Source: an optimization exercise on an open RTL-to-GDS flow (aim: small area, a short achievable clock period and few clock cycles per item). Production flows keep margins and buffers that such runs may drop.
At most, simulation tests tie the RTL to the original design; equivalence was not proved.

## v6
## eigen2x2_fx
module eigen2x2_fx #(
  parameter int WIDTH = 32,
  parameter int FRAC  = 16
) (
  input  logic             clk,
  input  logic             rst,
  input  logic             start,
  input  logic [WIDTH-1:0] a1,
  input  logic [WIDTH-1:0] a2,
  input  logic [WIDTH-1:0] a3,
  input  logic [WIDTH-1:0] a4,
  output logic             busy,
  output logic             done,
  output logic [WIDTH-1:0] v1,
  output logic [WIDTH-1:0] v2,
  output logic             complex,
  output logic             ovf
);
  localparam int CW = 36;    
  logic busy_q, done_q;
  logic p_diff, p_mul1, p_mul, p_abs, p_sqrt, p_f1, p_f2;
  logic [5:0] cnt_q;
  logic [2:0] jt_q;             
  logic s1_acc, s1_s2;          
  logic b2_one, b2_two, b2_neg;
  logic b3_one, b3_two, b3_neg;
  logic corr_q;                 
  logic [1:0] lo3_q;            
  logic n2_q;                   
  logic pend3_q;                
  logic signed [33:0] acc_q;    
  logic               py_q;     
  logic               zr_q;     
  logic signed [34:0] x_q;      
  logic signed [35:0] z_q;      
  logic signed [33:0] w_q;      
  logic signed [32:0] s_q;      
  logic               neg_q;
  logic               o1_q;          
  localparam int NK = 5;
  logic [NK-1:0] fit;
  for (genvar i = 0; i < NK; i++) begin : g_fit
    localparam int K = 7 + 2*i;
    wire [34-(2*K-1):0] xs = x_q[34:2*K-1];
    wire [33-(2*K-3):0] ws = w_q[33:2*K-3];
    assign fit[i] = ((&xs) | ~(|xs)) & ((&ws) | ~(|ws));
  end
  logic [2:0] jt_d;
  always_comb begin
    jt_d = 3'(NK);
    for (int i = NK-1; i >= 0; i--)
      if (fit[i]) jt_d = 3'(i);
  end
  function automatic logic [5:0] jof(input logic [2:0] t);
    jof = 6'(7 + 2*int'(t));
  endfunction
  ...
Size in the first run: about 1900 cells after synthesis, about 210 flip-flops, ~17000 um2 of cells after synthesis.
export LEC_CHECK = 0
export CAP_MARGIN = 20
export CORE_MARGIN = 2
export CORE_UTILIZATION = 55
export SLEW_MARGIN = 20
create_clock -name core_clock -period 10.0 [get_ports {clk}]
standard.sh (not shown) runs the stock make flow with config.mk's settings and CLKGATE_MAP_FILE= SYNTH_SCRIPT=/design/flow/synth_recipe.tcl, a recipe that flattens the netlist after the stock synthesis.
==> flow/flow/run.sh <==
#!/bin/bash
set -euo pipefail
bash standard.sh "BUFFER_PORTS_ARGS=-buffer_cell sky130_fd_sc_hd__buf_1" SETUP_SLACK_MARGIN=5.6 finish > standard_flow.log 2>&1
Testbench counts of v6, summed over its fixed seeds: cycles 145,942, items 3,200.
Setup changes, v6 to v7
--- a/flow/design.v
+++ b/flow/design.v
@@ -29,40 +29,40 @@
   logic [1:0] lo3_q;            
   logic n2_q;                   
   logic pend3_q;                
   logic signed [33:0] acc_q;    
   logic               py_q;     
   logic               zr_q;     
   logic signed [34:0] x_q;      
   logic signed [35:0] z_q;      
   logic signed [33:0] w_q;      
   logic signed [32:0] s_q;      
   logic               neg_q;
   logic               o1_q;          
-  localparam int NK = 5;
+  localparam int NK = 3;
   logic [NK-1:0] fit;
   for (genvar i = 0; i < NK; i++) begin : g_fit
-    localparam int K = 7 + 2*i;
+    localparam int K = 11 + 2*i;
     wire [34-(2*K-1):0] xs = x_q[34:2*K-1];
     wire [33-(2*K-3):0] ws = w_q[33:2*K-3];
     assign fit[i] = ((&xs) | ~(|xs)) & ((&ws) | ~(|ws));
   end
   logic [2:0] jt_d;
   always_comb begin
     jt_d = 3'(NK);
     for (int i = NK-1; i >= 0; i--)
       if (fit[i]) jt_d = 3'(i);
   end
   function automatic logic [5:0] jof(input logic [2:0] t);
-    jof = 6'(7 + 2*int'(t));
+    jof = 6'(11 + 2*int'(t));
   endfunction
   logic [1:0]    pair_n;        
   logic          n2;            
   logic [CW-1:0] in1, in2, in3, csa_s, csa_c, cpa;
   logic [CW-1:0] xe, ze, m2, m3;
   assign pair_n = acc_q[31:30] ^ {2{neg_q}};
   assign n2     = n2_q;
   assign xe = CW'(x_q);
   assign ze = CW'(z_q);
   always_comb begin
     in1 = ({CW{s1_acc}} & CW'(acc_q)) | ({CW{s1_s2}} & CW'($signed({s_q, 1'b0})));
     m2  = ({CW{b2_one}} & xe) | ({CW{b2_two}} & {xe[CW-2:0], 1'b0});
==> run summary <==
- A last element of the critical path of x_q[31] is what v6 shows, while w_q[29] belongs to v7.
- Delta(count of distinct cell types in the synthesized netlist, v7 - v6) < 0
- Fraction of area in non-clock buffers: v7 and v6 compared, lower one is v6
- From v6 to v7 the numbers moved as follows: sequential cell count now sits lower; ratio of final minimum period to clock period moved up; y dimension of the die moved down.
No functional check of the RTL was part of v7.


Setup of quartz:
eigen2x2_fx, a different RTL version from the one above (not shown whole).
Size: ~1900 cells after synthesis, ~210 flip-flops.
export LEC_CHECK = 0
export CAP_MARGIN = 20
export CORE_MARGIN = 2
export CORE_UTILIZATION = 65
export SLEW_MARGIN = 20
create_clock -name core_clock -period 10.0 [get_ports {clk}]
==> flow/flow/run.sh <==
#!/bin/bash
set -euo pipefail
bash standard.sh "BUFFER_PORTS_ARGS=-buffer_cell sky130_fd_sc_hd__buf_1" SETUP_SLACK_MARGIN=5.75 finish > standard_flow.log 2>&1
Input-level comparison between ember and quartz:
--- a/flow/design.v
+++ b/flow/design.v
@@ -207,13 +207,13 @@
     cnt_q <= p_diff ? 6'd1 : cnt_q + (skip ? 6'd3 : 6'd1);
     zr_q  <= p_abs ? ~(|pair_n) : (zr_q & cpa[CW-1]);
   end
   assign busy    = busy_q;
   assign done    = done_q;
   logic o2;
   assign o2      = ~((&z_q[35:33]) | ~(|z_q[35:33]));
   assign v1      = o1_q ? 32'h7fff_ffff : w_q[31:0];
-  assign v2      = o2 ? {~neg_q, {31{neg_q}}} : z_q[33:2];
+  assign v2      = o2 ? {z_q[35], {31{~z_q[35]}}} : z_q[33:2];
   assign complex = neg_q;
   assign ovf     = o1_q | o2;
 endmodule
 `default_nettype wire
--- outcome ---
Half-perimeter wire length after placement: ember higher than quartz
Met2 track demand over resource, quartz and ember: smaller value in ember
Comparing quartz and ember, the higher footprint of the multi-input gates is on ember.
Going from quartz to ember, actual transition at the worst max-transition pin rose by 0.26 ns, count of buffer and inverter cells on the critical path fell by 3, hold slack rose by 0.0037 ns.
[ember vs quartz] final critical-path share of the clock period: higher in ember
ember vs. quartz: final setup violation count barely changed, met1 routed wirelength after detailed routing went up about 1.8%, worst setup slack now sits lower, mux share of post-synthesis cell area fell 0.36 points.
| number of enable-type register cells in the synthesized netlist | quartz vs ember | ≈ equal |
Testbench counts of ember, summed over its fixed seeds: cycles 145,942, items 3,200.
No functional check of the RTL was part of quartz.

-- static timing again, ports no longer ideal --
No port has a modelled driver above. Below, the same layouts with a new extraction and two added sets of constraints.
Step 1 assumes that a clkbuf_16 drives the clock port and a buf_2 every other input.
Step 2 times the ports against the registers' clock, not the clock port: input delays grow and output delays shrink by t, the midpoint of the rising clock arrivals with the driver on.
a / b / c = no drivers / after step 1 / after step 2; a / b = the first two.
| run | t (ns) | setup WS [ns] | latest minus earliest clock arrival (ns) |
|---|---|---|---|
| v6 | 0.597 | 5.703 / 5.703 / 5.703 | 0.017 / 0.017 |
| v7 | 0.593 | 5.545 / 5.545 / 5.545 | 0.019 / 0.019 |
| quartz | 0.606 | 5.758 / 5.753 / 5.758 | 0.010 / 0.010 |
| ember | 0.575 | 5.677 / 5.677 / 5.677 | 0.014 / 0.015 |
After both steps setup and hold are still met in every run listed.
